From an optimization exercise on the open Yosys and OpenROAD flow, aimed at small area; shortcuts taken in it are not production practice. Where RTL was checked, it was by simulation tests only, not by an equivalence proof against the original. Function not checked in run 3: the RTL went through the layout flow alone.

### design.v
package cam_cfg_pkg;
    typedef enum logic [5-1:0] {
        REG_GLOB      = 0,
        REG_LL        = 1,
        REG_UR        = 2,
        REG_SIZE      = 3,
        REG_FILTER    = 4,
        REG_VSYNC_POL = 5,
        REG_STATUS    = 6    
    } cfg_addr_e;
    typedef logic [16-1:0]       cnt_t;
    typedef logic [8-1:0]     coeff_t;
    typedef logic [4-1:0]     shift_t;
    typedef logic [6-1:0] frdrop_t;
    typedef logic [31:0]                 cfg_word_t;
endpackage
package cam_pix_pkg;
    typedef enum logic [2:0] {
        RGB565 = 3'b000,
        RGB555 = 3'b001,
        RGB444 = 3'b010,
        BYP_LE = 3'b100,    
        BYP_BE = 3'b101
    } pix_format_e;
    typedef logic [8-1:0] pix_byte_t;
    typedef logic [7:0]             chan_t;
    typedef logic [16:0]            filt_t;    
    typedef logic [32-1:0] out_word_t;
endpackage
module cam_ge16 (
    input  logic [15:0] a,
    input  logic [15:0] b,
    output logic        ge
);
    logic [16:0] c;
    assign c[0] = 1'b1;
    for (genvar i = 0; i < 16; i++) begin : g_bit
        assign c[i+1] = (a[i] & ~b[i]) | (a[i] & c[i]) | (~b[i] & c[i]);
    end
    assign ge = c[16];
endmodule
module cam_filt_sum (
    input  logic [4:0]  s_r5,
    input  logic [4:0]  s_b5,
    input  logic [5:0]  s_g6,
    input  logic [7:0]  cr,
    input  logic [7:0]  cg,
    input  logic [7:0]  cb,
    output logic [14:0] s_sum
);
wire t_1 = s_r5[0] & cr[0];
wire t_2 = s_b5[0] & cb[0];
wire t_3 = s_r5[0] & cr[1];
wire t_4 = s_b5[0] & cb[1];
wire t_5 = s_r5[0] & cr[2];
wire t_6 = s_b5[0] & cb[2];
wire t_7 = s_r5[0] & cr[3];
wire t_8 = s_b5[0] & cb[3];
wire t_9 = s_r5[0] & cr[4];
wire t_10 = s_b5[0] & cb[4];
wire t_11 = s_r5[0] & cr[5];
wire t_12 = s_b5[0] & cb[5];
wire t_13 = s_r5[0] & cr[6];
wire t_14 = s_b5[0] & cb[6];
wire t_15 = s_r5[0] & cr[7];
wire t_16 = s_b5[0] & cb[7];
wire t_17 = s_r5[1] & cr[0];
wire t_18 = s_b5[1] & cb[0];
wire t_19 = s_r5[1] & cr[1];
wire t_20 = s_b5[1] & cb[1];
wire t_21 = s_r5[1] & cr[2];
wire t_22 = s_b5[1] & cb[2];
wire t_23 = s_r5[1] & cr[3];
wire t_24 = s_b5[1] & cb[3];
wire t_25 = s_r5[1] & cr[4];
wire t_26 = s_b5[1] & cb[4];
wire t_27 = s_r5[1] & cr[5];
wire t_28 = s_b5[1] & cb[5];
wire t_29 = s_r5[1] & cr[6];
wire t_30 = s_b5[1] & cb[6];
wire t_31 = s_r5[1] & cr[7];
wire t_32 = s_b5[1] & cb[7];
wire t_33 = s_r5[2] & cr[0];
wire t_34 = s_b5[2] & cb[0];
wire t_35 = s_r5[2] & cr[1];
wire t_36 = s_b5[2] & cb[1];
wire t_37 = s_r5[2] & cr[2];
wire t_38 = s_b5[2] & cb[2];
wire t_39 = s_r5[2] & cr[3];
wire t_40 = s_b5[2] & cb[3];
wire t_41 = s_r5[2] & cr[4];
wire t_42 = s_b5[2] & cb[4];
wire t_43 = s_r5[2] & cr[5];
wire t_44 = s_b5[2] & cb[5];
wire t_45 = s_r5[2] & cr[6];
wire t_46 = s_b5[2] & cb[6];
wire t_47 = s_r5[2] & cr[7];
wire t_48 = s_b5[2] & cb[7];
wire t_49 = s_r5[3] & cr[0];
wire t_50 = s_b5[3] & cb[0];
wire t_51 = s_r5[3] & cr[1];
wire t_52 = s_b5[3] & cb[1];
wire t_53 = s_r5[3] & cr[2];
wire t_54 = s_b5[3] & cb[2];
wire t_55 = s_r5[3] & cr[3];
wire t_56 = s_b5[3] & cb[3];
wire t_57 = s_r5[3] & cr[4];
wire t_58 = s_b5[3] & cb[4];
wire t_59 = s_r5[3] & cr[5];
wire t_60 = s_b5[3] & cb[5];
wire t_61 = s_r5[3] & cr[6];
wire t_62 = s_b5[3] & cb[6];
wire t_63 = s_r5[3] & cr[7];
wire t_64 = s_b5[3] & cb[7];
wire t_65 = s_r5[4] & cr[0];
wire t_66 = s_b5[4] & cb[0];
wire t_67 = s_r5[4] & cr[1];
wire t_68 = s_b5[4] & cb[1];
wire t_69 = s_r5[4] & cr[2];
wire t_70 = s_b5[4] & cb[2];
wire t_71 = s_r5[4] & cr[3];
wire t_72 = s_b5[4] & cb[3];
wire t_73 = s_r5[4] & cr[4];
wire t_74 = s_b5[4] & cb[4];
wire t_75 = s_r5[4] & cr[5];
wire t_76 = s_b5[4] & cb[5];
wire t_77 = s_r5[4] & cr[6];
wire t_78 = s_b5[4] & cb[6];
wire t_79 = s_r5[4] & cr[7];
wire t_80 = s_b5[4] & cb[7];
wire t_81 = s_g6[0] & cg[0];
wire t_82 = s_g6[0] & cg[1];
wire t_83 = s_g6[0] & cg[2];
wire t_84 = s_g6[0] & cg[3];
wire t_85 = s_g6[0] & cg[4];
wire t_86 = s_g6[0] & cg[5];
wire t_87 = s_g6[0] & cg[6];
wire t_88 = s_g6[0] & cg[7];
wire t_89 = s_g6[1] & cg[0];
wire t_90 = s_g6[1] & cg[1];
wire t_91 = s_g6[1] & cg[2];
wire t_92 = s_g6[1] & cg[3];
wire t_93 = s_g6[1] & cg[4];
wire t_94 = s_g6[1] & cg[5];
wire t_95 = s_g6[1] & cg[6];
wire t_96 = s_g6[1] & cg[7];
wire t_97 = s_g6[2] & cg[0];
wire t_98 = s_g6[2] & cg[1];
wire t_99 = s_g6[2] & cg[2];
wire t_100 = s_g6[2] & cg[3];
wire t_101 = s_g6[2] & cg[4];
wire t_102 = s_g6[2] & cg[5];
wire t_103 = s_g6[2] & cg[6];
wire t_104 = s_g6[2] & cg[7];
wire t_105 = s_g6[3] & cg[0];
wire t_106 = s_g6[3] & cg[1];
wire t_107 = s_g6[3] & cg[2];
wire t_108 = s_g6[3] & cg[3];
wire t_109 = s_g6[3] & cg[4];
wire t_110 = s_g6[3] & cg[5];
wire t_111 = s_g6[3] & cg[6];
wire t_112 = s_g6[3] & cg[7];
wire t_113 = s_g6[4] & cg[0];
wire t_114 = s_g6[4] & cg[1];
wire t_115 = s_g6[4] & cg[2];
wire t_116 = s_g6[4] & cg[3];
wire t_117 = s_g6[4] & cg[4];
wire t_118 = s_g6[4] & cg[5];
wire t_119 = s_g6[4] & cg[6];
wire t_120 = s_g6[4] & cg[7];
wire t_121 = s_g6[5] & cg[0];
wire t_122 = s_g6[5] & cg[1];
wire t_123 = s_g6[5] & cg[2];
wire t_124 = s_g6[5] & cg[3];
wire t_125 = s_g6[5] & cg[4];
wire t_126 = s_g6[5] & cg[5];
wire t_127 = s_g6[5] & cg[6];
wire t_128 = s_g6[5] & cg[7];
wire t_131 = t_9 ^ t_10;
wire t_129 = t_131 ^ t_23;
wire t_130 = (t_9 & t_10) | (t_131 & t_23);
wire t_132 = t_24 ^ t_37;
wire t_133 = t_24 & t_37;
wire t_136 = t_11 ^ t_12;
wire t_134 = t_136 ^ t_25;
wire t_135 = (t_11 & t_12) | (t_136 & t_25);
wire t_139 = t_26 ^ t_39;
wire t_137 = t_139 ^ t_40;
wire t_138 = (t_26 & t_39) | (t_139 & t_40);
wire t_140 = t_53 ^ t_54;
wire t_141 = t_53 & t_54;
wire t_144 = t_13 ^ t_14;
wire t_142 = t_144 ^ t_27;
wire t_143 = (t_13 & t_14) | (t_144 & t_27);
wire t_147 = t_28 ^ t_41;
wire t_145 = t_147 ^ t_42;
wire t_146 = (t_28 & t_41) | (t_147 & t_42);
wire t_150 = t_55 ^ t_56;
wire t_148 = t_150 ^ t_69;
wire t_149 = (t_55 & t_56) | (t_150 & t_69);
wire t_153 = t_15 ^ t_16;
wire t_151 = t_153 ^ t_29;
wire t_152 = (t_15 & t_16) | (t_153 & t_29);
wire t_156 = t_30 ^ t_43;
wire t_154 = t_156 ^ t_44;
wire t_155 = (t_30 & t_43) | (t_156 & t_44);
wire t_157 = t_57 ^ t_58;
wire t_158 = t_57 & t_58;
wire t_161 = t_31 ^ t_32;
wire t_159 = t_161 ^ t_45;
wire t_160 = (t_31 & t_32) | (t_161 & t_45);
wire t_162 = t_5 ^ t_6;
wire t_163 = t_5 & t_6;
wire t_166 = t_7 ^ t_8;
wire t_164 = t_166 ^ t_21;
wire t_165 = (t_7 & t_8) | (t_166 & t_21);
wire t_169 = t_22 ^ t_35;
wire t_167 = t_169 ^ t_36;
wire t_168 = (t_22 & t_35) | (t_169 & t_36);
wire t_170 = t_49 ^ t_50;
wire t_171 = t_49 & t_50;
wire t_174 = t_129 ^ t_132;
wire t_172 = t_174 ^ t_38;
wire t_173 = (t_129 & t_132) | (t_174 & t_38);
wire t_177 = t_51 ^ t_52;
wire t_175 = t_177 ^ t_65;
wire t_176 = (t_51 & t_52) | (t_177 & t_65);
wire t_180 = t_66 ^ t_86;
wire t_178 = t_180 ^ t_93;
wire t_179 = (t_66 & t_86) | (t_180 & t_93);
wire t_181 = t_100 ^ t_107;
wire t_182 = t_100 & t_107;
wire t_185 = t_130 ^ t_133;
wire t_183 = t_185 ^ t_134;
wire t_184 = (t_130 & t_133) | (t_185 & t_134);
wire t_188 = t_137 ^ t_140;
wire t_186 = t_188 ^ t_67;
wire t_187 = (t_137 & t_140) | (t_188 & t_67);
wire t_191 = t_68 ^ t_87;
wire t_189 = t_191 ^ t_94;
wire t_190 = (t_68 & t_87) | (t_191 & t_94);
wire t_194 = t_101 ^ t_108;
wire t_192 = t_194 ^ t_115;
wire t_193 = (t_101 & t_108) | (t_194 & t_115);
wire t_197 = t_135 ^ t_138;
wire t_195 = t_197 ^ t_141;
wire t_196 = (t_135 & t_138) | (t_197 & t_141);
wire t_200 = t_142 ^ t_145;
wire t_198 = t_200 ^ t_148;
wire t_199 = (t_142 & t_145) | (t_200 & t_148);
wire t_203 = t_70 ^ t_88;
wire t_201 = t_203 ^ t_95;
wire t_202 = (t_70 & t_88) | (t_203 & t_95);
wire t_206 = t_102 ^ t_109;
wire t_204 = t_206 ^ t_116;
wire t_205 = (t_102 & t_109) | (t_206 & t_116);
wire t_209 = t_143 ^ t_146;
wire t_207 = t_209 ^ t_149;
wire t_208 = (t_143 & t_146) | (t_209 & t_149);
wire t_212 = t_151 ^ t_154;
wire t_210 = t_212 ^ t_157;
wire t_211 = (t_151 & t_154) | (t_212 & t_157);
wire t_215 = t_71 ^ t_72;
wire t_213 = t_215 ^ t_96;
wire t_214 = (t_71 & t_72) | (t_215 & t_96);
wire t_218 = t_103 ^ t_110;
wire t_216 = t_218 ^ t_117;
wire t_217 = (t_103 & t_110) | (t_218 & t_117);
wire t_221 = t_152 ^ t_155;
wire t_219 = t_221 ^ t_158;
wire t_220 = (t_152 & t_155) | (t_221 & t_158);
wire t_224 = t_159 ^ t_46;
wire t_222 = t_224 ^ t_59;
wire t_223 = (t_159 & t_46) | (t_224 & t_59);
wire t_227 = t_60 ^ t_73;
wire t_225 = t_227 ^ t_74;
wire t_226 = (t_60 & t_73) | (t_227 & t_74);
wire t_230 = t_104 ^ t_111;
wire t_228 = t_230 ^ t_118;
wire t_229 = (t_104 & t_111) | (t_230 & t_118);
wire t_233 = t_160 ^ t_47;
wire t_231 = t_233 ^ t_48;
wire t_232 = (t_160 & t_47) | (t_233 & t_48);
wire t_236 = t_61 ^ t_62;
wire t_234 = t_236 ^ t_75;
wire t_235 = (t_61 & t_62) | (t_236 & t_75);
wire t_237 = t_76 ^ t_112;
wire t_238 = t_76 & t_112;
wire t_239 = t_3 ^ t_4;
wire t_240 = t_3 & t_4;
wire t_243 = t_162 ^ t_19;
wire t_241 = t_243 ^ t_20;
wire t_242 = (t_162 & t_19) | (t_243 & t_20);
wire t_246 = t_33 ^ t_34;
wire t_244 = t_246 ^ t_84;
wire t_245 = (t_33 & t_34) | (t_246 & t_84);
wire t_249 = t_163 ^ t_164;
wire t_247 = t_249 ^ t_167;
wire t_248 = (t_163 & t_164) | (t_249 & t_167);
wire t_252 = t_170 ^ t_85;
wire t_250 = t_252 ^ t_92;
wire t_251 = (t_170 & t_85) | (t_252 & t_92);
wire t_253 = t_99 ^ t_106;
wire t_254 = t_99 & t_106;
wire t_257 = t_165 ^ t_168;
wire t_255 = t_257 ^ t_171;
wire t_256 = (t_165 & t_168) | (t_257 & t_171);
wire t_260 = t_172 ^ t_175;
wire t_258 = t_260 ^ t_178;
wire t_259 = (t_172 & t_175) | (t_260 & t_178);
wire t_263 = t_181 ^ t_114;
wire t_261 = t_263 ^ t_121;
wire t_262 = (t_181 & t_114) | (t_263 & t_121);
wire t_266 = t_173 ^ t_176;
wire t_264 = t_266 ^ t_179;
wire t_265 = (t_173 & t_176) | (t_266 & t_179);
wire t_269 = t_182 ^ t_183;
wire t_267 = t_269 ^ t_186;
wire t_268 = (t_182 & t_183) | (t_269 & t_186);
wire t_272 = t_189 ^ t_192;
wire t_270 = t_272 ^ t_122;
wire t_271 = (t_189 & t_192) | (t_272 & t_122);
wire t_275 = t_184 ^ t_187;
wire t_273 = t_275 ^ t_190;
wire t_274 = (t_184 & t_187) | (t_275 & t_190);
wire t_278 = t_193 ^ t_195;
wire t_276 = t_278 ^ t_198;
wire t_277 = (t_193 & t_195) | (t_278 & t_198);
wire t_281 = t_201 ^ t_204;
wire t_279 = t_281 ^ t_123;
wire t_280 = (t_201 & t_204) | (t_281 & t_123);
wire t_284 = t_196 ^ t_199;
wire t_282 = t_284 ^ t_202;
wire t_283 = (t_196 & t_199) | (t_284 & t_202);
wire t_287 = t_205 ^ t_207;
wire t_285 = t_287 ^ t_210;
wire t_286 = (t_205 & t_207) | (t_287 & t_210);
wire t_290 = t_213 ^ t_216;
wire t_288 = t_290 ^ t_124;
wire t_289 = (t_213 & t_216) | (t_290 & t_124);
wire t_293 = t_208 ^ t_211;
wire t_291 = t_293 ^ t_214;
wire t_292 = (t_208 & t_211) | (t_293 & t_214);
wire t_296 = t_217 ^ t_219;
wire t_294 = t_296 ^ t_222;
wire t_295 = (t_217 & t_219) | (t_296 & t_222);
wire t_299 = t_225 ^ t_228;
wire t_297 = t_299 ^ t_125;
wire t_298 = (t_225 & t_228) | (t_299 & t_125);
wire t_302 = t_220 ^ t_223;
wire t_300 = t_302 ^ t_226;
wire t_301 = (t_220 & t_223) | (t_302 & t_226);
wire t_305 = t_229 ^ t_231;
wire t_303 = t_305 ^ t_234;
wire t_304 = (t_229 & t_231) | (t_305 & t_234);
wire t_308 = t_237 ^ t_119;
wire t_306 = t_308 ^ t_126;
wire t_307 = (t_237 & t_119) | (t_308 & t_126);
wire t_311 = t_232 ^ t_235;
wire t_309 = t_311 ^ t_238;
wire t_310 = (t_232 & t_235) | (t_311 & t_238);
wire t_314 = t_63 ^ t_64;
wire t_312 = t_314 ^ t_77;
wire t_313 = (t_63 & t_64) | (t_314 & t_77);
wire t_317 = t_78 ^ t_120;
wire t_315 = t_317 ^ t_127;
wire t_316 = (t_78 & t_120) | (t_317 & t_127);
wire t_320 = t_239 ^ t_17;
wire t_318 = t_320 ^ t_18;
wire t_319 = (t_239 & t_17) | (t_320 & t_18);
wire t_323 = t_240 ^ t_241;
wire t_321 = t_323 ^ t_244;
wire t_322 = (t_240 & t_241) | (t_323 & t_244);
wire t_324 = t_91 ^ t_98;
wire t_325 = t_91 & t_98;
wire t_328 = t_242 ^ t_245;
wire t_326 = t_328 ^ t_247;
wire t_327 = (t_242 & t_245) | (t_328 & t_247);
wire t_331 = t_250 ^ t_253;
wire t_329 = t_331 ^ t_113;
wire t_330 = (t_250 & t_253) | (t_331 & t_113);
wire t_334 = t_248 ^ t_251;
wire t_332 = t_334 ^ t_254;
wire t_333 = (t_248 & t_251) | (t_334 & t_254);
wire t_337 = t_255 ^ t_258;
wire t_335 = t_337 ^ t_261;
wire t_336 = (t_255 & t_258) | (t_337 & t_261);
wire t_340 = t_256 ^ t_259;
wire t_338 = t_340 ^ t_262;
wire t_339 = (t_256 & t_259) | (t_340 & t_262);
wire t_343 = t_264 ^ t_267;
wire t_341 = t_343 ^ t_270;
wire t_342 = (t_264 & t_267) | (t_343 & t_270);
wire t_346 = t_265 ^ t_268;
wire t_344 = t_346 ^ t_271;
wire t_345 = (t_265 & t_268) | (t_346 & t_271);
wire t_349 = t_273 ^ t_276;
wire t_347 = t_349 ^ t_279;
wire t_348 = (t_273 & t_276) | (t_349 & t_279);
wire t_352 = t_274 ^ t_277;
wire t_350 = t_352 ^ t_280;
wire t_351 = (t_274 & t_277) | (t_352 & t_280);
wire t_355 = t_282 ^ t_285;
wire t_353 = t_355 ^ t_288;
wire t_354 = (t_282 & t_285) | (t_355 & t_288);
wire t_358 = t_283 ^ t_286;
wire t_356 = t_358 ^ t_289;
wire t_357 = (t_283 & t_286) | (t_358 & t_289);
wire t_361 = t_291 ^ t_294;
wire t_359 = t_361 ^ t_297;
wire t_360 = (t_291 & t_294) | (t_361 & t_297);
wire t_364 = t_292 ^ t_295;
wire t_362 = t_364 ^ t_298;
wire t_363 = (t_292 & t_295) | (t_364 & t_298);
wire t_367 = t_300 ^ t_303;
wire t_365 = t_367 ^ t_306;
wire t_366 = (t_300 & t_303) | (t_367 & t_306);
wire t_370 = t_301 ^ t_304;
wire t_368 = t_370 ^ t_307;
wire t_369 = (t_301 & t_304) | (t_370 & t_307);
wire t_373 = t_309 ^ t_312;
wire t_371 = t_373 ^ t_315;
wire t_372 = (t_309 & t_312) | (t_373 & t_315);
wire t_376 = t_310 ^ t_313;
wire t_374 = t_376 ^ t_316;
wire t_375 = (t_310 & t_313) | (t_376 & t_316);
wire t_379 = t_79 ^ t_80;
wire t_377 = t_379 ^ t_128;
wire t_378 = (t_79 & t_80) | (t_379 & t_128);
wire t_380 = t_1 ^ t_2;
wire t_381 = t_1 & t_2;
wire t_384 = t_318 ^ t_83;
wire t_382 = t_384 ^ t_90;
wire t_383 = (t_318 & t_83) | (t_384 & t_90);
wire t_387 = t_319 ^ t_321;
wire t_385 = t_387 ^ t_324;
wire t_386 = (t_319 & t_321) | (t_387 & t_324);
wire t_390 = t_322 ^ t_325;
wire t_388 = t_390 ^ t_326;
wire t_389 = (t_322 & t_325) | (t_390 & t_326);
wire t_393 = t_327 ^ t_330;
wire t_391 = t_393 ^ t_332;
wire t_392 = (t_327 & t_330) | (t_393 & t_332);
wire t_396 = t_333 ^ t_336;
wire t_394 = t_396 ^ t_338;
wire t_395 = (t_333 & t_336) | (t_396 & t_338);
wire t_399 = t_339 ^ t_342;
wire t_397 = t_399 ^ t_344;
wire t_398 = (t_339 & t_342) | (t_399 & t_344);
wire t_402 = t_345 ^ t_348;
wire t_400 = t_402 ^ t_350;
wire t_401 = (t_345 & t_348) | (t_402 & t_350);
wire t_405 = t_351 ^ t_354;
wire t_403 = t_405 ^ t_356;
wire t_404 = (t_351 & t_354) | (t_405 & t_356);
wire t_408 = t_357 ^ t_360;
wire t_406 = t_408 ^ t_362;
wire t_407 = (t_357 & t_360) | (t_408 & t_362);
wire t_411 = t_363 ^ t_366;
wire t_409 = t_411 ^ t_368;
wire t_410 = (t_363 & t_366) | (t_411 & t_368);
wire t_414 = t_369 ^ t_372;
wire t_412 = t_414 ^ t_374;
wire t_413 = (t_369 & t_372) | (t_414 & t_374);
wire t_415 = t_380 ^ t_82;
wire t_416 = t_380 & t_82;
wire t_419 = t_381 ^ t_382;
wire t_417 = t_419 ^ t_97;
wire t_418 = (t_381 & t_382) | (t_419 & t_97);
wire t_422 = t_383 ^ t_385;
wire t_420 = t_422 ^ t_105;
wire t_421 = (t_383 & t_385) | (t_422 & t_105);
wire t_425 = t_386 ^ t_388;
wire t_423 = t_425 ^ t_329;
wire t_424 = (t_386 & t_388) | (t_425 & t_329);
wire t_428 = t_389 ^ t_391;
wire t_426 = t_428 ^ t_335;
wire t_427 = (t_389 & t_391) | (t_428 & t_335);
wire t_431 = t_392 ^ t_394;
wire t_429 = t_431 ^ t_341;
wire t_430 = (t_392 & t_394) | (t_431 & t_341);
wire t_434 = t_395 ^ t_397;
wire t_432 = t_434 ^ t_347;
wire t_433 = (t_395 & t_397) | (t_434 & t_347);
wire t_437 = t_398 ^ t_400;
wire t_435 = t_437 ^ t_353;
wire t_436 = (t_398 & t_400) | (t_437 & t_353);
wire t_440 = t_401 ^ t_403;
wire t_438 = t_440 ^ t_359;
wire t_439 = (t_401 & t_403) | (t_440 & t_359);
wire t_443 = t_404 ^ t_406;
wire t_441 = t_443 ^ t_365;
wire t_442 = (t_404 & t_406) | (t_443 & t_365);
wire t_446 = t_407 ^ t_409;
wire t_444 = t_446 ^ t_371;
wire t_445 = (t_407 & t_409) | (t_446 & t_371);
wire t_449 = t_410 ^ t_412;
wire t_447 = t_449 ^ t_377;
wire t_448 = (t_410 & t_412) | (t_449 & t_377);
wire t_452 = t_413 ^ t_375;
wire t_450 = t_452 ^ t_378;
wire t_451 = (t_413 & t_375) | (t_452 & t_378);
wire [14:0] row_a = {t_451, t_448, t_445, t_442, t_439, t_436, t_433, t_430, t_427, t_424, t_421, t_418, t_416, t_415, t_81};
wire [14:0] row_b = {1'b0, t_450, t_447, t_444, t_441, t_438, t_435, t_432, t_429, t_426, t_423, t_420, t_417, t_89, 1'b0};
assign s_sum = (row_a + row_b);
endmodule
module cam_if_top (
    input  logic                   s_cam_clk_dft,
    input  logic                   rstn_i,
    input  logic                   cfg_valid_i,
    input  logic                   cfg_rwn_i,
    input  cam_cfg_pkg::cfg_addr_e cfg_addr_i,
    input  cam_cfg_pkg::cfg_word_t cfg_data_i,
    output cam_cfg_pkg::cfg_word_t cfg_data_o,
    output logic                   cfg_ready_o,
    input  cam_pix_pkg::pix_byte_t cam_data_i,
    input  logic                   cam_hsync_i,
    input  logic                   cam_vsync_i,
    output cam_pix_pkg::out_word_t data_o,
    output logic                   data_valid_o,
    input  logic                   data_ready_i,
    output logic                   frame_evt_o
);
    logic [31:0] r_glob;
    logic [31:0] r_ll;
    logic [31:0] r_ur;
    logic [31:0] r_size;
    logic [31:0] r_filter;
    logic        r_vsync_pol;
    logic [2:0]  r_rsel;      
    logic [15:0] r_dcl;       
    logic        s_wr;
    assign s_wr = cfg_valid_i & ~cfg_rwn_i;
    always_ff @(posedge s_cam_clk_dft or negedge rstn_i) begin
        if (!rstn_i) begin
            r_glob      <= '0;
            r_ll        <= '0;
            r_ur        <= '0;
            r_size      <= '0;
            r_filter    <= '0;
            r_vsync_pol <= 1'b0;
        end else if (s_wr) begin
            case (cfg_addr_i)
                5'd0: r_glob      <= cfg_data_i;
                5'd1: r_ll        <= cfg_data_i;
                5'd2: r_ur        <= cfg_data_i;
                5'd3: r_size      <= cfg_data_i;
                5'd4: r_filter    <= cfg_data_i;
                5'd5: r_vsync_pol <= cfg_data_i[0];
                default: ;
            endcase
        end
    end
    always_ff @(posedge s_cam_clk_dft or negedge rstn_i) begin
        if (!rstn_i) begin
            cfg_ready_o <= 1'b0;
            r_rsel      <= 3'd0;
        end else begin
            cfg_ready_o <= cfg_valid_i;
            if (cfg_valid_i && cfg_rwn_i && cfg_addr_i[4:3] == 2'b00 && cfg_addr_i[2:0] != 3'd7)
                r_rsel <= (cfg_addr_i[2:0] == 3'd0) ? 3'd7 : cfg_addr_i[2:0];
            else
                r_rsel <= 3'd0;
        end
    end
    always_comb begin
        case (r_rsel)
            3'd7:    cfg_data_o = r_glob;
            3'd1:    cfg_data_o = r_ll;
            3'd2:    cfg_data_o = r_ur;
            3'd3:    cfg_data_o = r_size;
            3'd4:    cfg_data_o = r_filter;
            3'd5:    cfg_data_o = {31'b0, r_vsync_pol};
            3'd6:    cfg_data_o = {16'b0, r_dcl};
            default: cfg_data_o = '0;
        endcase
    end
    logic        capture_en;
    logic        r_vsync;
    logic        r_cap_d;     
    logic        r_enable;
    logic [5:0]  r_framecnt;
    logic        r_lsb_ph;    
    logic [7:0]  r_data_msb;
    logic [15:0] r_col;
    logic [15:0] r_row;
    logic        s_vsync, s_sof, s_eof, s_second, s_in_window, s_pair_valid, s_flush;
    assign capture_en = r_glob[31];
    assign s_flush    = ~r_cap_d;
    assign s_vsync    = r_vsync_pol ? ~cam_vsync_i : cam_vsync_i;
    assign s_sof      = s_vsync & ~r_vsync;
    assign s_eof      = ~s_vsync & r_vsync;
    assign s_second   = cam_hsync_i & r_enable & r_lsb_ph;
    always_ff @(posedge s_cam_clk_dft or negedge rstn_i) begin
        if (!rstn_i) begin
            r_vsync     <= 1'b0;
            frame_evt_o <= 1'b0;
            r_cap_d     <= 1'b0;
            r_enable    <= 1'b0;
            r_framecnt  <= '0;
            r_lsb_ph    <= 1'b0;
        end else begin
            r_vsync     <= s_vsync;
            frame_evt_o <= s_eof;
            r_cap_d     <= capture_en;
            if (s_sof)
                r_enable <= capture_en;
            else if (!capture_en)
                r_enable <= 1'b0;
            if (!capture_en)
                r_framecnt <= '0;
            else if (s_sof && r_enable) begin
                if (!r_glob[0] || r_framecnt == r_glob[6:1])
                    r_framecnt <= '0;
                else
                    r_framecnt <= r_framecnt + 1'b1;
            end
            r_lsb_ph <= r_enable & cam_hsync_i & ~r_lsb_ph;
        end
    end
    always_ff @(posedge s_cam_clk_dft) begin
        if (cam_hsync_i && r_enable && !r_lsb_ph)
            r_data_msb <= cam_data_i;
    end
    always_ff @(posedge s_cam_clk_dft or negedge rstn_i) begin
        if (!rstn_i) begin
            r_col <= '0;
            r_row <= '0;
        end else if (s_sof || !capture_en) begin
            r_col <= '0;
            r_row <= '0;
        end else if (s_second && r_glob[7]) begin
            if (r_col == r_size[31:16]) begin
                r_col <= '0;
                r_row <= r_row + 1'b1;
            end else begin
                r_col <= r_col + 1'b1;
            end
        end
    end
    logic s_row_ge, s_row_le, s_col_ge, s_col_le;
    cam_ge16 i_row_ge (.a(r_row),       .b(r_ll[31:16]), .ge(s_row_ge));
    cam_ge16 i_row_le (.a(r_ur[31:16]), .b(r_row),       .ge(s_row_le));
    cam_ge16 i_col_ge (.a(r_col),       .b(r_ll[15:0]),  .ge(s_col_ge));
    cam_ge16 i_col_le (.a(r_ur[15:0]),  .b(r_col),       .ge(s_col_le));
    assign s_in_window = !r_glob[7] || (s_row_ge && s_row_le && s_col_ge && s_col_le);
    assign s_pair_valid = s_second && (r_framecnt == '0) && s_in_window;
    logic [14:0] r_px;
    logic        r_rgbv, r_bypv, r_filtv, r_wv;
    logic [7:0]  s_m, s_l;
    logic [2:0]  s_f;         
    logic [4:0]  s_r5, s_b5;
    logic [5:0]  s_g6;
    logic [14:0] s_sum;
    logic [16:0] s_full_sum;
    logic [15:0] s_filt_word, s_byp_word, s_wdata;
    logic [3:0]  s_shift;
    assign s_m = r_data_msb;
    assign s_l = r_px[7:0];
    assign s_f = r_px[10:8];
    always_comb begin
        s_r5 = '0;
        s_g6 = '0;
        s_b5 = '0;
        if (s_f[0]) begin
            s_r5 = s_m[7:3];
            s_g6 = {s_m[2:0], s_l[7:5]};
            s_b5 = s_l[4:0];
        end
        if (s_f[1]) begin
            s_r5 = s_m[6:2];
            s_g6 = {s_m[1:0], s_l[7:5], 1'b0};
            s_b5 = s_l[4:0];
        end
        if (s_f[2]) begin
            s_r5 = {s_m[3:0], 1'b0};
            s_g6 = {s_l[7:4], 2'b00};
            s_b5 = {s_l[3:0], 1'b0};
        end
    end
    cam_filt_sum i_filt_sum (
        .s_r5  ( s_r5            ),
        .s_b5  ( s_b5            ),
        .s_g6  ( s_g6            ),
        .cr    ( r_filter[23:16] ),
        .cg    ( r_filter[15:8]  ),
        .cb    ( r_filter[7:0]   ),
        .s_sum ( s_sum           )
    );
    always_ff @(posedge s_cam_clk_dft) begin
        if (s_pair_valid)
            r_px <= {4'b0, r_glob[9:8] == 2'd2, r_glob[9:8] == 2'd1, r_glob[9:8] == 2'd0, cam_data_i};
        else
            r_px <= s_sum;
    end
    always_ff @(posedge s_cam_clk_dft or negedge rstn_i) begin
        if (!rstn_i) begin
            r_rgbv  <= 1'b0;
            r_bypv  <= 1'b0;
            r_filtv <= 1'b0;
            r_wv    <= 1'b0;
        end else begin
            r_rgbv  <= s_pair_valid & ~r_glob[10];
            r_bypv  <= s_pair_valid & r_glob[10];
            r_filtv <= r_rgbv;
            r_wv    <= r_filtv | r_bypv;
        end
    end
    assign s_shift     = r_glob[14:11];
    assign s_full_sum  = {r_px, 2'b00};
    assign s_filt_word = (s_shift > 4'd9) ? s_full_sum[15:0] : 16'(s_full_sum >> s_shift);
    assign s_byp_word  = s_f[1] ? {s_l, s_m} : {s_m, s_l};
    assign s_wdata     = r_filtv ? s_filt_word : s_byp_word;
    logic [15:0] mem [4];
    logic [1:0]  r_wr_ptr, r_rd_ptr;
    logic [2:0]  r_count;
    logic        s_full, s_push, s_pop;
    logic [1:0]  s_wr_ptr_n;
    logic [2:0]  s_count_n;
    logic        r_inc_d, r_clr_d;
    assign s_full       = r_count[2];
    assign s_push       = r_wv & ~s_full;
    assign data_valid_o = (r_count != 3'd0);
    assign s_pop        = data_valid_o & data_ready_i;
    assign data_o       = {16'b0, mem[r_rd_ptr]};
    assign s_wr_ptr_n = s_flush ? 2'd0 : r_wr_ptr + {1'b0, s_push};
    assign s_count_n  = s_flush ? 3'd0 : r_count + {2'b0, s_push} - {2'b0, s_pop};
    always_ff @(posedge s_cam_clk_dft or negedge rstn_i) begin
        if (!rstn_i) begin
            r_wr_ptr <= '0;
            r_rd_ptr <= '0;
            r_count  <= '0;
        end else begin
            r_wr_ptr <= s_wr_ptr_n;
            r_count  <= s_count_n;
            if (s_flush)
                r_rd_ptr <= '0;
            else if (s_pop)
                r_rd_ptr <= r_rd_ptr + 1'b1;
        end
    end
    always_ff @(posedge s_cam_clk_dft) begin
        if ((r_filtv | r_bypv) && !s_count_n[2])
            mem[s_wr_ptr_n] <= s_wdata;
    end
    always_ff @(posedge s_cam_clk_dft or negedge rstn_i) begin
        if (!rstn_i) begin
            r_inc_d <= 1'b0;
            r_clr_d <= 1'b0;
            r_dcl   <= '0;
        end else begin
            r_inc_d <= r_wv & s_full;
            r_clr_d <= s_flush;
            if (r_clr_d)
                r_dcl <= '0;
            else if (r_inc_d && r_dcl != 16'hffff)
                r_dcl <= r_dcl + 1'b1;
        end
    end
endmodule
### flow/run.sh
#!/bin/bash
set -euo pipefail
here="$PWD"
mk() { make -s -C "$FLOW_HOME" DESIGN_CONFIG="$here/config.mk" WORK_HOME="$here/orfs" "$@"; }
dont_use=$(mk print-DONT_USE_CELLS | sed 's/^DONT_USE_CELLS *[:=] *//')
lib=$(mk print-LIB_FILES | sed 's/^LIB_FILES *[:=] *//' | awk '{print $1}')
echo "liberty: $lib" > restructure_lib.log
echo "dont use: $dont_use" >> restructure_lib.log
python3 flow/libfilter.py "$lib" "$here/restructure.lib" $dont_use >> restructure_lib.log 2>&1
mkdir -p "$here/restructure_work"
export RESTRUCT_LIB="$here/restructure.lib"
export RESTRUCT_DIR="$here/restructure_work"
export PRE_FLOORPLAN_TCL="$here/flow/restructure.tcl"
export BUFFER_PORTS_ARGS="-buffer_cell sky130_fd_sc_hd__buf_1"
export CTS_ARGS="-sink_clustering_enable -repair_clock_nets -dont_use_dummy_load -sink_clustering_size 24 -sink_clustering_max_diameter 100"
bash standard.sh > flow_make.log 2>&1
### flow/libfilter.py
#!/usr/bin/env python3
"""Copy a liberty file without the cells whose names are given: libfilter.py IN OUT NAME..."""
import re, sys
src, dst, drop = sys.argv[1], sys.argv[2], set(sys.argv[3:])
text = open(src).read()
out = []
pos = 0
for m in re.finditer(r'\n\s*cell\s*\(\s*"?([\w]+)"?\s*\)\s*\{', text):
    if m.start() < pos:
        continue
    if m.group(1) not in drop:
        continue
    # find the matching closing brace
    depth, i = 0, m.end() - 1
    while True:
        c = text[i]
        if c == '{':
            depth += 1
        elif c == '}':
            depth -= 1
            if depth == 0:
                break
        i += 1
    out.append(text[pos:m.start()])
    pos = i + 1
out.append(text[pos:])
open(dst, 'w').write(''.join(out))
### flow/restructure.tcl
# Run before floorplanning (PRE_FLOORPLAN_TCL): re-map the synthesized
# combinational logic for area with OpenROAD's restructure (ABC). Registers are
# not touched. The liberty file given to ABC is the platform's without its
# don't-use cells.
restructure -target area \
  -liberty_file $::env(RESTRUCT_LIB) \
  -tielo_port sky130_fd_sc_hd__conb_1/LO \
  -tiehi_port sky130_fd_sc_hd__conb_1/HI \
  -work_dir $::env(RESTRUCT_DIR) \
  -abc_logfile $::env(RESTRUCT_DIR)/abc.log
report_design_area
### standard.sh
#!/bin/bash
# synth_recipe.tcl (not shown) runs the flow's synth.tcl, then flattens the netlist and writes it again
# the make line also repeats each setting of config.mk as NAME=value (left out here)
make -C /OpenROAD-flow-scripts/flow DESIGN_CONFIG=/design/flow/config.mk WORK_HOME=/design/flow/orfs CLKGATE_MAP_FILE= SYNTH_SCRIPT=/design/flow/synth_recipe.tcl "${@:-finish}"
### config.mk
export PLATFORM = sky130hd
export DESIGN_NAME = cam_if_top
export DESIGN_NICKNAME = cam_if_top
export VERILOG_FILES = /design/flow/design.v
export SDC_FILE = /design/flow/constraint.sdc
export NUM_CORES = 4
export LEC_CHECK = 0
export ABC_AREA = 1
export CAP_MARGIN = 20
export CORE_MARGIN = 2
export CORE_UTILIZATION = 60
export CTS_CLUSTER_DIAMETER = 100
export CTS_CLUSTER_SIZE = 24
export SLEW_MARGIN = 20
### constraint.sdc
create_clock -name core_clock -period 8.0 [get_ports {s_cam_clk_dft}]
set_input_delay 1.6000 -clock core_clock [delete_from_list [all_inputs] [get_ports {s_cam_clk_dft}]]
set_output_delay 1.6000 -clock core_clock [all_outputs]
set_load 0.01 [all_outputs]
==> results.yml, run 1 <==
run_status:
  status: "did not finish"
  haltStage: "floorplan"
  stop_error: "[ERROR EST-0104] inconsistent parasitics state"
die:
  start_util: 0.606
  die_y_um: 179
  rows: 64
  die_w_um: 179
logic_synthesis:
  syn_avg_cell_area_sq_um: 8.73
  syn_area_sq_um: 18400
  netlist_instances: 2106
  yosysWarnings: 1
==> run 2, diff against run 1 <==
--- a/flow/run.sh
+++ b/flow/run.sh
@@ -11,5 +11,5 @@
 export RESTRUCT_LIB="$here/restructure.lib"
 export RESTRUCT_DIR="$here/restructure_work"
-export PRE_FLOORPLAN_TCL="$here/flow/restructure.tcl"
+export POST_FLOORPLAN_TCL="$here/flow/restructure.tcl"
 export BUFFER_PORTS_ARGS="-buffer_cell sky130_fd_sc_hd__buf_1"
 export CTS_ARGS="-sink_clustering_enable -repair_clock_nets -dont_use_dummy_load -sink_clustering_size 24 -sink_clustering_max_diameter 100"
--- a/flow/restructure.tcl
+++ b/flow/restructure.tcl
@@ -1,3 +1,3 @@
-# Run before floorplanning (PRE_FLOORPLAN_TCL): re-map the synthesized
+# Run at the end of floorplanning (POST_FLOORPLAN_TCL): re-map the synthesized
 # combinational logic for area with OpenROAD's restructure (ABC). Registers are
 # not touched. The liberty file given to ABC is the platform's without its
==> run 2 against run 1 <==
The run now finishes clean. Synthesized area up 7.8%. Synthesized cell count grew 14%.
==> results.yml, run 2 <==
logic_synthesis:
  synthTopCellsByArea: "dfrtp_1 30%, edfxtp_1 11%, fa_1 10%"
  netlist_instances: 2403
  synth_ff_type: "dfrtp_1"
  synth_common_cells: "483 x nand2_1, 388 x inv_1, 288 x o21ai_0, 237 x dfrtp_1, 237 x nor2_1"
  syn_avg_cell_area_sq_um: 8.25
  synth_seq_cells: 324
  synth_edf_count: 72
  yosysTopAreaCell: "dfrtp_1"
  synthArstFlopShare: 0.731
  synth_cell_types: 53
  seq_area_frac_synth: 0.424
  yosysTopAreaCellShare: 0.299
  yosysWarnings: 1
  synth.most_common_cell: "nand2_1"
  syn_area_sq_um: 19800
critical_path:
  cpMostUsedCell: "nor2_1"
  path_max_fanout: 16
  ff2ff_path_depth: 35
  r2r_setup_slack_ps: 1090
  crit_required_ps: 8350
  crit_arrival_ps: 7260
  slowest_delay_ps: 680
  slowest_stage: "or2_0"
  worst-path-buf-inv: 3
  cpLargestDelayFamily: "simple AND/OR/NAND/NOR gates"
  r2r_end: "r_px[14]"
  endpoint_kind: "register"
  crit_path_start_kind: "register"
  r2r_start: "r_px[10]"
  crit_type: "reg -> reg"
clock_network:
  clock_path_buffers: 3
  cts.clk_slew.worst_paths_ps: 90
  numCtsBuffers: 18
  insertion_delay_ps: 550
  ctsResizeCount: 0
  cts_max_level: 1
  cts_setup_buffers: 0
  cts_root_buffer: "clkbuf_16"
  holdBufCountCts: 0
  clock_sinks: 324
  cts_tree: "done"
global_routing:
  antenna_found_initial: 1
  grt_pass1_wl_um: 91400
  grt.overflow.total: 0
  grtUsageTotal: 0.343
  grt_start_max_net_pins: 79
  grt_pass1_vias: 16600
layout:
  mostFrequentLayoutCell: "clkinv_1"
  largest_reg_flops: 64
  final_layout_size_suffix_gt1_frac: 0.0273
  nNetsFinal: 2328
  layout_common_cells: "294 x clkinv_1, 286 x nor2_1, 236 x dfrtp_1, 214 x o22ai_1, 172 x o21ai_0"
  nFillCells: 2909
  fin_util: 0.619
  multi_input_area_sq_um: 9010
  n_antenna_cell: 0
  seq_area_sq_um: 8390
  regMostFlops: "mem"
  syn_to_final_growth_pct: 1.67
placed_design:
  gp_congestion: 0.964
  place_hpwl_um: 42200
  io_buffers: 102
  post-place-ws_ps: 1300
timing:
  drv_slew: 0
  fin_tns_setup_ps: 0
  setup_slack_ps: 1090
  finalSetupViolations: 0
  slew_headroom: 0.306
  worstMarginPinSlew_ps: 1040
  rsz0062_at_grt: "no"
  hold_violations: 0
  fin_crit_ps: 6910
  finClkSkew_ps: 90.3
  fin_crit_sh: 0.864
  fmax_ghz: 0.145
die:
  ios: 119
  die_w_um: 186
  rows: 66
  fp.coreArea_sq_um: 32500
  start_util: 0.609
  dieArea_sq_um: 34500
  die_y_um: 186
routing:
  drt_iter0_drc: 1728
  route.detailed.drc: 0
  avgRoutedWirePerCell_um: 21.6
  ant_nets: 0
  drtPass1Iterations: 6
  drt_wl_total_um: 58600
  viasPerCell: 6.53
  vias: 17700
hold_path:
  holdCritStartpoint: "r_rgbv"
  min_path_type: "reg -> reg"
  hold_depth: 0
  hold_path_end: "r_filtv"
run:
  drv_cap: 0
run_status:
  status: "complete, no violations"
-- run 2: kinds of logic (layout without fill, tap and decap cells) --
kind of cell	Yosys count	in the layout	share of synthesized area
adders and majority gates	135	0	0.124
muxes	7	0	0.00354
other	1	32	0.000189
and+or+nand+nor	868	578	0.178
xor gates and xnor gates	36	43	0.0159
AOI/OAI and AO/OA	535	852	0.157
buffers and inverters	497	445	0.0981
DFF	324	324	0.424
-- run 2: final cells by class --
| class | instances | area share |
|---|---|---|
| Inverter | 294 | 0.0548 |
| Tap cell | 442 | 0.0275 |
| Sequential cell | 324 | 0.417 |
| Multi-Input combinational cell | 1505 | 0.447 |
| Timing Repair Buffer | 133 | 0.0317 |
| Clock buffer | 18 | 0.0224 |
-- run 2: metrics by stage --
step,hold slack (ps),instances,cell area (sq um)
after floorplan,331,2418,19900
after global placement,334,2697,19700
after detailed placement,341,2697,19700
after CTS,367,2715,20100
after global routing,376,2716,20100
final,364,2716,20100
-- run 2: per-layer routing --
metal	GRT usage	share of wire	wire (um)
met1	0.452	0.42	24500
met2	0.570	0.47	27400
met3	0.0513	0.073	4270
met4	0.135	0.041	2380
met5	0	0	0
-- run 2: how the worst max path moves through the flow --
stage	end	cells after the start	from
2_1_floorplan	r_px[13]	25	r_px[9]
3_3_place_gp	r_px[14]	34	r_px[10]
3_5_place_dp	r_px[14]	35	r_px[10]
4_1_cts	r_px[14]	35	r_px[10]
5_1_grt	r_px[14]	35	r_px[10]
6_report	r_px[14]	35	r_px[10]
==> run 3, diff against run 2 <==
--- a/design.v
+++ b/design.v
@@ -501,7 +501,45 @@
 wire t_450 = t_452 ^ t_378;
 wire t_451 = (t_413 & t_375) | (t_452 & t_378);
-wire [14:0] row_a = {t_451, t_448, t_445, t_442, t_439, t_436, t_433, t_430, t_427, t_424, t_421, t_418, t_416, t_415, t_81};
-wire [14:0] row_b = {1'b0, t_450, t_447, t_444, t_441, t_438, t_435, t_432, t_429, t_426, t_423, t_420, t_417, t_89, 1'b0};
-assign s_sum = (row_a + row_b);
+wire t_453 = t_415 ^ t_89;
+wire t_454 = t_415 & t_89;
+wire t_457 = t_416 ^ t_417;
+wire t_455 = t_457 ^ t_454;
+wire t_456 = (t_416 & t_417) | (t_457 & t_454);
+wire t_460 = t_418 ^ t_420;
+wire t_458 = t_460 ^ t_456;
+wire t_459 = (t_418 & t_420) | (t_460 & t_456);
+wire t_463 = t_421 ^ t_423;
+wire t_461 = t_463 ^ t_459;
+wire t_462 = (t_421 & t_423) | (t_463 & t_459);
+wire t_466 = t_424 ^ t_426;
+wire t_464 = t_466 ^ t_462;
+wire t_465 = (t_424 & t_426) | (t_466 & t_462);
+wire t_469 = t_427 ^ t_429;
+wire t_467 = t_469 ^ t_465;
+wire t_468 = (t_427 & t_429) | (t_469 & t_465);
+wire t_472 = t_430 ^ t_432;
+wire t_470 = t_472 ^ t_468;
+wire t_471 = (t_430 & t_432) | (t_472 & t_468);
+wire t_475 = t_433 ^ t_435;
+wire t_473 = t_475 ^ t_471;
+wire t_474 = (t_433 & t_435) | (t_475 & t_471);
+wire t_478 = t_436 ^ t_438;
+wire t_476 = t_478 ^ t_474;
+wire t_477 = (t_436 & t_438) | (t_478 & t_474);
+wire t_481 = t_439 ^ t_441;
+wire t_479 = t_481 ^ t_477;
+wire t_480 = (t_439 & t_441) | (t_481 & t_477);
+wire t_484 = t_442 ^ t_444;
+wire t_482 = t_484 ^ t_480;
+wire t_483 = (t_442 & t_444) | (t_484 & t_480);
+wire t_487 = t_445 ^ t_447;
+wire t_485 = t_487 ^ t_483;
+wire t_486 = (t_445 & t_447) | (t_487 & t_483);
+wire t_490 = t_448 ^ t_450;
+wire t_488 = t_490 ^ t_486;
+wire t_489 = (t_448 & t_450) | (t_490 & t_486);
+wire t_491 = t_451 ^ t_489;
+wire t_492 = t_451 & t_489;
+assign s_sum = {t_491, t_488, t_485, t_482, t_479, t_476, t_473, t_470, t_467, t_464, t_461, t_458, t_455, t_453, t_81};
 endmodule
 module cam_if_top (
==> run 3 against run 2 <==
Worst setup slack worse by 390 ps. Non-clock buffer count rose by 15. Final cell count up 0.96%. Sequential share of layout area down 0.42 points. Count of clock-buffer cells in the layout stayed put. Largest cell class unchanged.
==> results.yml, run 3 <==
run_status:
  status: "complete, no violations"
global_routing:
  grt_pass1_vias: 16400
  busiest_layer: "met2"
  grt_util_met3: 0.0328
  grt_start_max_net_pins: 81
  grt_pass1_wl_um: 92200
  grt.overflow.total: 0
  grtUsageTotal: 0.349
  gr-usage-met1: 0.477
  antenna_found_initial: 0
  use_met2: 0.573
logic_synthesis:
  netlist_instances: 2342
  synth_seq_cells: 324
  synth_common_cells: "462 x nand2_1, 403 x inv_1, 295 x o21ai_0, 237 x dfrtp_1, 226 x nor2_1"
  yosysTopAreaCell: "dfrtp_1"
  synth.most_common_cell: "nand2_1"
  syn_avg_cell_area_sq_um: 8.38
  synth_edf_count: 72
  syn_area_sq_um: 19600
  yosysWarnings: 1
  yosysTopAreaCellShare: 0.302
  synth_cell_types: 55
  synth_ff_type: "dfrtp_1"
  seq_area_frac_synth: 0.427
  synthArstFlopShare: 0.731
  synthTopCellsByArea: "dfrtp_1 30%, fa_1 12%, edfxtp_1 11%"
layout:
  n_antenna_cell: 0
  final_layout_size_suffix_gt1_frac: 0.0396
  nNetsFinal: 2354
  syn_to_final_growth_pct: 3.69
  nFillCells: 2871
  mostFrequentLayoutCell: "clkinv_1"
  regMostFlops: "mem"
  layout_common_cells: "309 x clkinv_1, 293 x o22ai_1, 237 x dfrtp_1, 208 x nor2_1, 131 x o21ai_0"
  fin_cells: 2742
  largest_reg_flops: 64
critical_path:
  path_max_fanout: 13
  r2r_setup_slack_ps: 700
  crit_type: "reg -> reg"
  crit_required_ps: 8310
  slowest_stage: "dfxtp_2"
  endpoint_kind: "register"
  cpMostUsedCell: "nor2_1"
  crit_arrival_ps: 7610
  crit_path_start_kind: "register"
  slowest_delay_ps: 430
routing:
  drt_wl_total_um: 60200
  ant_nets: 0
  vias: 18100
  drt_iter0_drc: 1940
  avgRoutedWirePerCell_um: 21.9
  viasPerCell: 6.61
  drtPass1Iterations: 8
  route.detailed.drc: 0
timing:
  finalSetupViolations: 0
  finClkSkew_ps: 130
  fin_crit_sh: 0.912
  worstMarginPinSlew_ps: 1040
  slew_headroom: 0.305
  fin_tns_setup_ps: 0
  drv_slew: 0
  hold_violations: 0
  fin_crit_ps: 7300
  fmax_ghz: 0.137
hold_path:
  min_path_type: "reg -> reg"
die:
  ios: 119
  die_w_um: 185
  dieArea_sq_um: 34200
  die_y_um: 185
  rows: 66
  fp.coreArea_sq_um: 32400
  start_util: 0.607
clock_network:
  cts_max_level: 1
  holdBufCountCts: 0
  clock_path_buffers: 3
  cts.clk_slew.worst_paths_ps: 90
  numCtsBuffers: 18
  cts_tree: "done"
  clock_sinks: 324
  insertion_delay_ps: 560
  cts_root_buffer: "clkbuf_16"
placed_design:
  place_hpwl_um: 43900
  place_inst: 2721
  gp_congestion: 0.963
  io_buffers: 102
run:
  drv_cap: 0
-- run 3: cell count changes after synthesis, sizes merged, moves of 12 or more --
| cell | previous run | this run |
|---|---|---|
| o22ai | 58 | 81 |
| inv | 399 | 412 |
| nand2 | 484 | 470 |
| nand3 | 52 | 38 |
| nor3 | 51 | 37 |
| ha | 33 | 21 |
-- run 3: metal layers --
layer | routed length (um) | share of wire
met1 | 25000 | 0.42
met2 | 28100 | 0.47
met3 | 4410 | 0.073
met4 | 2610 | 0.043
met5 | 0 | 0
-- run 3: final timing paths --
check	startpoint	endpoint	cells past startpoint
max	r_px[8]	r_px[13]	43
min	r_rgbv	r_filtv	0
max reg2reg	r_px[8]	r_px[13]	43
min reg2reg	r_rgbv	r_filtv	0
max in group asynchronous	rstn_i	r_glob[20]	2
min in group asynchronous	rstn_i	r_framecnt[5]	1
-- run 3: metrics by stage --
stage | cell area [sq um] | hold WS, ps | util | setup slack, ps
floorplan | 19700 | 331 | - | 24.0
global placement | 19800 | 333 | 0.612 | 301
detailed placement | 19800 | 337 | 0.612 | -11.5
CTS | 20300 | 435 | 0.626 | 4.17
global route | 20400 | 444 | 0.629 | -75.3
finish | 20400 | 430 | 0.629 | 702
-- run 3: critical path, delay by kind of cell (launching register included) --
| family | cells | cell delay (ps) |
|---|---|---|
| AND/OR/NAND/NOR | 23 | 2690 |
| buffers and inverters | 2 | 390 |
| XOR/XNOR | 2 | 440 |
| AO/OA/AOI/OAI | 16 | 3160 |
| flip-flops | 1 | 430 |
-- run 3: final cells by class --
type                            instances  area [sq um]  share of cell area
Timing Repair Buffer                  148           743              0.0365
Tap cell                              442           553              0.0272
Clock buffer                           18           450              0.0221
Multi-Input combinational cell       1498          9040               0.444
Sequential cell                       324          8400               0.412
Inverter                              312          1180              0.0579
-- run 3: repair_timing --
| item | 4_1_cts | 5_1_grt |
|---|---|---|
| hold endpoints to repair | 0 | 0 |
| gates resized for setup | 1 | 24 |
| setup buffers | 0 | 2 |
| endpoints found under the setup margin | 2 | 5 |
-- run 3: cell families after synthesis --
family,synth area share
simple gates,0.168
compound gates,0.159
mux,0.00357
fa+ha+maj,0.129
flops,0.427
buf+inv,0.101
xor+xnor,0.0115
other cells,0.000191

## separate check: timing with driven ports
The results above use ideal ports. As a check the final layouts listed here were re-extracted and re-timed, cells and wires unchanged. Step 1 assumes that a clkbuf_16 drives the clock port and a buf_2 every other input. Step 2 also shifts input and output timing later by t, the mid clock arrival at the registers, as if the neighbouring blocks saw the same clock. a / b / c = ideal / step 1 / step 2; a / b = the first two.
run | shift t [ns] | setup WS [ns] | hold WS [ns]
run 2 | 0.563 | 1.088 / 1.088 / 1.088 | 0.364 / 0.364 / 0.364
run 3 | 0.554 | 0.702 / 0.702 / 0.702 | 0.430 / 0.430 / 0.430
After both steps setup and hold are still met in every run listed.
